This design comes from an exercise in tuning for small area on the open sky130 flow, not from production work.
In this exercise RTL edits were held to simulation tests only and were not proved equivalent to the original.
No activity file was given, so power comes from the tool's default toggle rates.

### flow/run.sh
#!/bin/bash
# synth_recipe.tcl (not shown) runs the flow's synth.tcl, then flattens the netlist and writes it again
# the make line also repeats each setting of config.mk as NAME=value (left out here)
make -C /OpenROAD-flow-scripts/flow DESIGN_CONFIG=/design/flow/config.mk WORK_HOME=/design/flow/orfs CLKGATE_MAP_FILE= SYNTH_SCRIPT=/design/flow/synth_recipe.tcl finish
### flow/config.mk
export PLATFORM = sky130hd
export DESIGN_NAME = radar_ctrl_top
export DESIGN_NICKNAME = radar_ctrl_top
export VERILOG_FILES = /design/flow/design.v
export SDC_FILE = /design/flow/constraint.sdc
export NUM_CORES = 4
export LEC_CHECK = 0
export CAP_MARGIN = 20
export CORE_MARGIN = 2
export CORE_UTILIZATION = 40
export SLEW_MARGIN = 20
### flow/constraint.sdc
create_clock -name core_clock -period 10.0 [get_ports {clk}]
set_input_delay 2.0000 -clock core_clock [delete_from_list [all_inputs] [get_ports {clk}]]
set_output_delay 2.0000 -clock core_clock [all_outputs]
set_load 0.01 [all_outputs]
### flow/design.v
`default_nettype none
package radar_pkg;
	localparam int unsigned frame_bits = 408;
	typedef struct packed {
		logic [63:0] sys_time;    
		logic [47:0] freq;
		logic [47:0] freq_step;
		logic [31:0] freq_rate;   
		logic [63:0] time_start;  
		logic [15:0] n_pulse;
		logic [7:0]  pulse_type;
		logic [31:0] ti;          
		logic [31:0] tp;          
		logic [31:0] tblank1;     
		logic [31:0] tblank2;     
	} frame_t;
	typedef struct packed {
		logic [63:0] time_start;
		logic [15:0] n_pulse;
		logic [31:0] ti;
		logic [31:0] tp;
		logic [31:0] tblank1;
		logic [31:0] tblank2;
	} timing_cmd_t;
	typedef struct packed {
		logic [47:0] freq;
		logic [47:0] freq_step;
		logic [31:0] freq_rate;
		logic [7:0]  pulse_type;
	} freq_cmd_t;
	localparam logic [7:0] type_fixed = 8'd0;  
	localparam logic [7:0] type_chirp = 8'd1;  
	localparam logic [7:0] type_hop   = 8'd2;  
endpackage
`default_nettype wire
`timescale 1ns/1ps
`default_nettype none
module spi_frame_rx #(
	parameter int unsigned sync_stages = 2
) (
	input  logic              clk,
	input  logic              rst,
	input  logic              sclk,
	input  logic              cs,
	input  logic              mosi,
	output radar_pkg::frame_t frame,
	output logic              frame_valid,
	output logic              frame_error
);
	localparam int unsigned cnt_w = $clog2(radar_pkg::frame_bits + 2);
	localparam logic [cnt_w-1:0] cnt_full = cnt_w'(radar_pkg::frame_bits);
	localparam logic [cnt_w-1:0] cnt_sat = cnt_w'(radar_pkg::frame_bits + 1);
	logic [sync_stages-1:0] sclk_sync;
	logic [sync_stages-1:0] cs_sync;
	logic [sync_stages-1:0] mosi_sync;
	logic sclk_d;
	logic cs_d;
	logic sclk_s;
	logic cs_s;
	logic mosi_s;
	logic sclk_rise;
	logic cs_rise;
	logic cs_fall;
	logic [radar_pkg::frame_bits-1:0] shreg;
	logic [cnt_w-1:0] bit_cnt;
	assign sclk_s = sclk_sync[sync_stages-1];
	assign cs_s = cs_sync[sync_stages-1];
	assign mosi_s = mosi_sync[sync_stages-1];  
	assign sclk_rise = sclk_s & ~sclk_d;
	assign cs_rise = cs_s & ~cs_d;
	assign cs_fall = ~cs_s & cs_d;
	assign frame = radar_pkg::frame_t'(shreg);
	always_ff @(posedge clk)
	begin
		if (rst)
		begin
			sclk_sync <= '0;
			cs_sync <= '1;  
			mosi_sync <= '0;
			sclk_d <= 1'b0;
			cs_d <= 1'b1;
			bit_cnt <= '0;
			frame_valid <= 1'b0;
			frame_error <= 1'b0;
		end
		else
		begin
			sclk_sync <= {sclk_sync[sync_stages-2:0], sclk};
			cs_sync <= {cs_sync[sync_stages-2:0], cs};
			mosi_sync <= {mosi_sync[sync_stages-2:0], mosi};
			sclk_d <= sclk_s;
			cs_d <= cs_s;
			if (cs_fall)
				bit_cnt <= '0;  
			else if (sclk_rise && !cs_s && bit_cnt != cnt_sat)
				bit_cnt <= bit_cnt + 1'b1;
			frame_valid <= cs_rise && (bit_cnt == cnt_full);
			frame_error <= cs_rise && (bit_cnt != cnt_full);
		end
	end
	always_ff @(posedge clk)
	begin
		if (sclk_rise && !cs_s)
			shreg <= {shreg[radar_pkg::frame_bits-2:0], mosi_s};  
	end
endmodule
`default_nettype wire
`timescale 1ns/1ps
`default_nettype none
module cmd_decode (
	input  logic                   clk,
	input  logic                   rst,
	input  logic                   frame_valid,
	input  radar_pkg::frame_t      frame,
	output radar_pkg::timing_cmd_t timing,
	output radar_pkg::freq_cmd_t   fcmd,
	output logic [63:0]            time_preset,
	output logic                   cmd_valid,
	output logic                   cmd_reject
);
	logic [33:0] span;  
	logic type_ok;
	logic bad;
	always_comb
	begin
		span = {2'b00, frame.tblank1} + {2'b00, frame.ti} + {2'b00, frame.tblank2};
		type_ok = (frame.pulse_type == radar_pkg::type_fixed) ||
			(frame.pulse_type == radar_pkg::type_chirp) ||
			(frame.pulse_type == radar_pkg::type_hop);
		bad = (frame.n_pulse == '0) || (frame.ti == '0) || (frame.ti >= frame.tp) ||
			(span > {2'b00, frame.tp}) || !type_ok;
	end
	always_ff @(posedge clk)
	begin
		if (rst)
		begin
			cmd_valid <= 1'b0;
			cmd_reject <= 1'b0;
		end
		else
		begin
			cmd_valid <= frame_valid && !bad;
			cmd_reject <= frame_valid && bad;
		end
	end
	always_ff @(posedge clk)
	begin
		if (frame_valid)
		begin
			time_preset <= frame.sys_time;
			timing.time_start <= frame.time_start;
			timing.n_pulse <= frame.n_pulse;
			timing.ti <= frame.ti;
			timing.tp <= frame.tp;
			timing.tblank1 <= frame.tblank1;
			timing.tblank2 <= frame.tblank2;
			fcmd.freq <= frame.freq;
			fcmd.freq_step <= frame.freq_step;
			fcmd.freq_rate <= frame.freq_rate;
			fcmd.pulse_type <= frame.pulse_type;
		end
	end
endmodule
`default_nettype wire
`timescale 1ns/1ps
`default_nettype none
module cmd_shadow #(
	parameter int unsigned width = 1
) (
	input  logic     clk,
	input  logic     rst,
	input  logic     load,
	input  logic [width-1:0] din,
	input  logic     busy,
	output logic [width-1:0] dout,
	output logic     applied
);
	logic [width-1:0] pend;
	logic pending;
	always_ff @(posedge clk)
	begin
		if (rst)
		begin
			dout <= '0;
			pending <= 1'b0;
			applied <= 1'b0;
		end
		else
		begin
			applied <= 1'b0;
			if (load && !busy)
			begin
				dout <= din;  
				pending <= 1'b0;
				applied <= 1'b1;
			end
			else if (load)
				pending <= 1'b1;  
			else if (pending && !busy)
			begin
				dout <= pend;
				pending <= 1'b0;
				applied <= 1'b1;
			end
		end
	end
	always_ff @(posedge clk)
	begin
		if (load)
			pend <= din;
	end
endmodule
`default_nettype wire
`timescale 1ns/1ps
`default_nettype none
module pulse_sequencer #(
	parameter int unsigned time_width = 64
) (
	input  logic                   clk,
	input  logic                   rst,
	input  logic                   time_load,
	input  logic [time_width-1:0]  time_preset,
	input  logic                   arm,
	input  radar_pkg::timing_cmd_t timing,
	output logic [time_width-1:0]  sys_time,
	output logic                   time_update,
	output logic                   busy,
	output logic                   pulse,
	output logic                   blank,
	output logic                   pulse_start
);
	logic [time_width-1:0] time_n;
	logic armed;
	logic armed_n;
	logic running;
	logic run_n;
	logic [31:0] phase;
	logic [31:0] phase_n;
	logic [15:0] pcount;
	logic [15:0] pcount_n;
	logic start_hit;
	logic last_slot;
	logic [32:0] blank_head;  
	logic [31:0] blank_tail;  
	assign blank_head = {1'b0, timing.ti} + {1'b0, timing.tblank2};
	assign blank_tail = timing.tp - timing.tblank1;
	always_comb
	begin
		time_n = time_load ? time_preset : sys_time + 1'b1;
		start_hit = (armed || arm) && !running &&
			(time_n == timing.time_start[time_width-1:0]);
		last_slot = (phase == timing.tp - 32'd1);
		armed_n = armed;
		run_n = running;
		phase_n = phase;
		pcount_n = pcount;
		if (start_hit)
		begin
			armed_n = 1'b0;
			run_n = 1'b1;
			phase_n = '0;
			pcount_n = '0;
		end
		else if (running)
		begin
			if (last_slot)
			begin
				phase_n = '0;
				pcount_n = pcount + 16'd1;
				if (pcount == timing.n_pulse - 16'd1)
					run_n = 1'b0;  
			end
			else
				phase_n = phase + 32'd1;
		end
		else if (arm)
			armed_n = 1'b1;
		else if (time_load)
			armed_n = 1'b0;  
	end
	always_ff @(posedge clk)
	begin
		if (rst)
		begin
			sys_time <= '0;
			time_update <= 1'b0;
			armed <= 1'b0;
			running <= 1'b0;
			phase <= '0;
			pcount <= '0;
			busy <= 1'b0;
			pulse <= 1'b0;
			blank <= 1'b0;
			pulse_start <= 1'b0;
		end
		else
		begin
			sys_time <= time_n;
			time_update <= time_load;
			armed <= armed_n;
			running <= run_n;
			phase <= phase_n;
			pcount <= pcount_n;
			busy <= armed_n || run_n;
			pulse <= run_n && (phase_n < timing.ti);
			blank <= run_n && (({1'b0, phase_n} < blank_head) || (phase_n >= blank_tail));
			pulse_start <= run_n && (phase_n == '0);
		end
	end
endmodule
`default_nettype wire
`timescale 1ns/1ps
`default_nettype none
module freq_sweep (
	input  logic                 clk,
	input  logic                 rst,
	input  logic                 pulse_start,
	input  logic                 pulse,
	input  radar_pkg::freq_cmd_t fcmd,
	output logic [47:0]          freq_word
);
	logic started;  
	logic [31:0] rate_cnt;  
	always_ff @(posedge clk)
	begin
		if (rst)
		begin
			freq_word <= '0;
			started <= 1'b0;
			rate_cnt <= '0;
		end
		else if (pulse_start)
		begin
			started <= 1'b1;
			rate_cnt <= 32'd1;
			if (started && fcmd.pulse_type == radar_pkg::type_hop)
				freq_word <= freq_word + fcmd.freq_step;
			else
				freq_word <= fcmd.freq;  
		end
		else if (!started)
			freq_word <= fcmd.freq;
		else
		begin
			case (fcmd.pulse_type)
				radar_pkg::type_chirp:
				begin
					if (pulse)
					begin
						if (rate_cnt >= fcmd.freq_rate)
						begin
							freq_word <= freq_word + fcmd.freq_step;
							rate_cnt <= 32'd1;
						end
						else
							rate_cnt <= rate_cnt + 32'd1;
					end
				end
				radar_pkg::type_hop:
					freq_word <= freq_word;  
				default:
					freq_word <= fcmd.freq;
			endcase
		end
	end
endmodule
`default_nettype wire
`timescale 1ns/1ps
`default_nettype none
module radar_ctrl_top #(
	parameter int unsigned sync_stages = 2,
	parameter int unsigned time_width = 64
) (
	input  logic                  clk,
	input  logic                  rst,
	input  logic                  sclk,
	input  logic                  cs,
	input  logic                  mosi,
	output logic [time_width-1:0] sys_time,
	output logic                  time_update,
	output logic                  busy,
	output logic                  pulse,
	output logic                  blank,
	output logic [47:0]           freq_word,
	output logic                  frame_error,
	output logic                  cmd_reject
);
	radar_pkg::frame_t frame;
	radar_pkg::timing_cmd_t timing_cmd;
	radar_pkg::timing_cmd_t timing_act;
	radar_pkg::freq_cmd_t freq_cmd;
	radar_pkg::freq_cmd_t freq_act;
	logic frame_valid;
	logic [63:0] time_preset;
	logic cmd_valid;
	logic arm;
	logic freq_applied;
	logic sweep_rst;
	logic [time_width-1:0] seq_time;
	logic seq_update;
	logic seq_busy;
	logic seq_pulse;
	logic seq_blank;
	logic seq_start;
	assign sweep_rst = rst | freq_applied;  
	spi_frame_rx #(.sync_stages(sync_stages)) spi_frame_rx_i (
		.clk(clk), .rst(rst), .sclk(sclk), .cs(cs), .mosi(mosi),
		.frame(frame), .frame_valid(frame_valid), .frame_error(frame_error)
	);
	cmd_decode cmd_decode_i (
		.clk(clk), .rst(rst), .frame_valid(frame_valid), .frame(frame),
		.timing(timing_cmd), .fcmd(freq_cmd), .time_preset(time_preset),
		.cmd_valid(cmd_valid), .cmd_reject(cmd_reject)
	);
	cmd_shadow #(.width(208)) timing_shadow_i (
		.clk(clk), .rst(rst), .load(cmd_valid), .din(timing_cmd),
		.busy(seq_busy), .dout(timing_act), .applied(arm)
	);
	cmd_shadow #(.width(136)) freq_shadow_i (
		.clk(clk), .rst(rst), .load(cmd_valid), .din(freq_cmd),
		.busy(seq_busy), .dout(freq_act), .applied(freq_applied)
	);
	pulse_sequencer #(.time_width(time_width)) pulse_sequencer_i (
		.clk(clk), .rst(rst), .time_load(cmd_valid),
		.time_preset(time_preset[time_width-1:0]), .arm(arm), .timing(timing_act),
		.sys_time(seq_time), .time_update(seq_update), .busy(seq_busy),
		.pulse(seq_pulse), .blank(seq_blank), .pulse_start(seq_start)
	);
	freq_sweep freq_sweep_i (
		.clk(clk), .rst(sweep_rst), .pulse_start(seq_start), .pulse(seq_pulse),
		.fcmd(freq_act), .freq_word(freq_word)
	);
	always_ff @(posedge clk)
	begin
		if (rst)
		begin
			sys_time <= '0;
			time_update <= 1'b0;
			busy <= 1'b0;
			pulse <= 1'b0;
			blank <= 1'b0;
		end
		else
		begin
			sys_time <= seq_time;
			time_update <= seq_update;
			busy <= seq_busy;
			pulse <= seq_pulse;
			blank <= seq_blank;
		end
	end
endmodule
`default_nettype wire
==> results.txt <==
-- report_power, final --
group / leakage, nW / switching, mW / internal, mW
Clock: 3.12 / 3.00 / 4.19
Combinational: 12.8 / 0.101 / 0.0562
Sequential: 14.2 / 0.00558 / 7.81
-- registers in the layout, indices dropped and copies added (netlist names), 48 cells and up --
name / count
cmd_decode_i.fcmd: 136
cmd_decode_i.time_preset: 64
cmd_decode_i.timing: 208
freq_shadow_i.dout: 136
freq_shadow_i.pend: 136
freq_sweep_i.freq_word: 48
pulse_sequencer_i.sys_time: 64
spi_frame_rx_i.shreg: 408
sys_time: 64
timing_shadow_i.dout: 208
timing_shadow_i.pend: 208
-- cells in the mapped netlist, drive strengths merged (116+ instances only) --
library cell	instances
edfxtp	1160
dfxtp	637
a21oi	593
nor2	432
ha	375
o22ai	357
o221ai	349
clkbuf	335
inv	257
xnor2	237
nand2	235
xor2	184
o21ai	150
a21o	135
nor3	126
nand4	124
nor2b	116
-- kinds of logic (layout without fill, tap and decap cells) --
group,count (synthesis),after routing,synth area share [%]
XOR/XNOR,421,421,4.633
flip-flops,1797,1797,59.79
buffers and inverters,638,788,3.094
multiplexers,35,35,0.4496
other,0,2,0
AND/OR/NAND/NOR,1488,1488,9.730
AO/OA/AOI/OAI,1939,1939,16.28
adder cells (fa/ha/maj),380,380,6.021
-- per-stage QoR --
| step | hold WS (ns) | TNS, ns | cell area [µm²] |
|---|---|---|---|
| 4_1_cts | 0.4051 | 0 | 89640 |
| 2_1_floorplan | 0.3855 | -481.25 | 79600 |
| 5_1_grt | 0.4131 | 0 | 89690 |
| 3_3_place_gp | 0.3871 | 0 | 83220 |
| 3_5_place_dp | 0.4003 | 0 | 83230 |
| 6_report | 0.4035 | 0 | 89690 |
-- how the worst min path moves through the flow --
stage | start | to | slack (ns) | cells past startpoint
global route | spi_frame_rx_i.mosi_sync[1] | spi_frame_rx_i.shreg[0] | 0.41 | 0
detailed placement | spi_frame_rx_i.mosi_sync[1] | spi_frame_rx_i.shreg[0] | 0.40 | 0
CTS | spi_frame_rx_i.mosi_sync[1] | spi_frame_rx_i.shreg[0] | 0.41 | 0
finish | spi_frame_rx_i.mosi_sync[1] | spi_frame_rx_i.shreg[0] | 0.40 | 0
global placement | spi_frame_rx_i.mosi_sync[1] | spi_frame_rx_i.shreg[0] | 0.39 | 0
floorplan | spi_frame_rx_i.mosi_sync[1] | spi_frame_rx_i.shreg[0] | 0.39 | 0
-- area by class of cell --
class | count | area [µm²]
Antenna cell | 2 | 5.005
Clock buffer | 236 | 5185
Clock inverter | 117 | 1232
Fill cell | 17840 | 107900
Inverter | 258 | 991.0
Multi-Input combinational cell | 4263 | 29610
Sequential cell | 1797 | 47600
Tap cell | 2640 | 3303
Timing Repair Buffer | 177 | 1759
-- worst max-delay path: stages, from the launching register on --
cell and delay [ns]:
dfxtp_1 0.42, ha_1 0.24, nand3_1 0.41, nor4_4 0.72, nand4_1 0.50, a221oi_1 0.37
o21ai_0 0.36, a211oi_1 0.39, o2111ai_2 0.19, a2111oi_4 0.72, or2_2 0.65, nor2_1 0.23
ha_1 0.36, a21o_1 0.19, a21o_1 0.17, a21o_1 0.17, a21o_1 0.16, a21o_1 0.16
a21oi_1 0.17, nor2b_1 0.06, o21ai_0 0.24, a32o_1 0.25, a21boi_0 0.23, o31ai_1 0.11
a31oi_1 0.18
-- metal layers --
| metal | global-route usage, % | up-vias | wire [µm] |
|---|---|---|---|
| li1 | - | 25720 | - |
| met1 | 30.55 | 27360 | 102700 |
| met2 | 32.36 | 1492 | 97770 |
| met3 | 2.742 | 273 | 10890 |
| met4 | 5.872 | 2 | 5478 |
| met5 | 0 | - | 15 |
==> results.txt <==
- Status: complete, no violations
- Data required, critical path: 10.76 ns
- Final setup margin: 2.256 ns
- Setup bufs post-CTS: 0
- Grt total ovfl: 0
- Synth warn: 7
- Layout cell share with drive strength beyond 1: 6.498%
- Initial antenna violation count: 8
- Placed Cells: 9133
- CTS Buf Count: 186
- CTS Buffer Depth: 3
- Die height: 450.1 µm
- Die ar.: 202600 µm²
- Drt pass-1 iters: 5
- Number of synthesized flops with an enable pin: 1160
- Crit. End Element: flop
- Total power: 15.16 mW
- Synthesized cell area: 79590 µm²
- Final GP Congestion: 0.9445
- Clk_skew: 0.03265 ns
- Worst Reg-to-Reg Cells: 24
- Initial Util: 40.27%
- Synth unique cells: 99
- Seq/Total Area, Yosys: 59.79%
- Top FF cell, synth: edfxtp_1
- Worst setup endpoint: pulse_sequencer_i.blank
- F_max: 129.1 MHz
- Reg2Reg Setup Slack: 2.26 ns
- Die Wd: 450.1 µm
- Drt via density: 5.780
- Detailed Route Iter0 Violations: 4321
- Routed via count: 54850
- Mapped Cells: 6698
- Num rows: 163
- Max-cap violations: 0
- Critical path startpoint category: flop
- Fin crit share: 77.45%
- CTS Sinks: 1797
- CTS tree: done
- Min Tclk post-route: 7.745 ns
- Syn nets: 7083
- Final cell utilization of the core: 45.38%
- Wire per inst: 22.85 µm
- Hold_buf cts: 0
- Top cell type's share of synthesized area: 43.77%
- Largest net degree at the start of global routing: 171
- Final HPWL DP: 143.3 mm
- Num ports: 123
- Synth top area cells: edfxtp_1 44%, dfxtp_1 16%, ha_1 5.9%
- GRT Total Usage: 20.88%
- Crit path max fanout: 32
- Reg clk slew, reported paths: 0.06 ns
- First-pass GRT wire length: 332.3 mm
- Skew-Pair Late Insertion Delay: 0.85 ns
- Core Region: 197600 µm²
- Final setup violation count: 0
- Cell Count, Final, Fillers Out: 9490
- RSZ-0062 raised after global routing: false
- Nets: 7068
- FF-to-FF End: pulse_sequencer_i.blank
- CP arrival: 8.51 ns
- Most frequent cells in the layout: 1160 x edfxtp_1, 633 x dfxtp_1, 592 x a21oi_1
- Vias in the first global route: 53350
- Endpoints failing hold: 0
- Post-CTS Resized: 0
- Worst hold path class: flop to flop
- FF-to-FF Start: pulse_sequencer_i.sys_time[0]
- Worst setup slack after placement: 2.375 ns
- Power per cell area: 169.0 nW/µm²
- Synth-to-layout area growth: 12.69%
- Pins Over Slew Limit: 0
- Max IR drop VDD: 166.6 µV
- Slew HR: 23.33%
- Yosys top cell by area: edfxtp_1
- Worst-Margin Slew: 1.150 ns
- Critical Path Start: pulse_sequencer_i.sys_time[0]
- Ys async rst share: 0%
- CP Class: flop to flop
- Syn_area_per_cell: 11.88 µm²
- Yosys reg bits: 1797
- PortBufs: 122
- WL final: 216.8 mm
- DRC violations left: 0
- Routed Antenna Nets: 0
- H-tree Lvls: 4
- Root Buffer: clkbuf_16
- Commonest non-fill, non-tap cell in the layout: edfxtp_1
- Pleak: 30.14 nW

[what the ideal ports hide]
Ports are ideal in the flow. The routed layout listed here was re-timed in OpenROAD.
Step 1 assumes that a clkbuf_16 drives the clock port and a buf_2 every other input.
Step 2 also shifts input and output timing later by t, the mid clock arrival at the registers, as if the neighbouring blocks saw the same clock.
Three values: ideal ports, drivers, drivers and shift; two values: the first two.
t (ns): 0.917
setup WS [ns]: 2.256 / 2.256 / 2.256
hold WS [ns]: 0.403 / 0.403 / 0.403
worst data-port slew with drivers (ns): 0.08
After both steps this run still meets setup and hold. For this run, drivers alone change the setup slack by 0.000 ns; drivers and shift together by 0.000 ns.
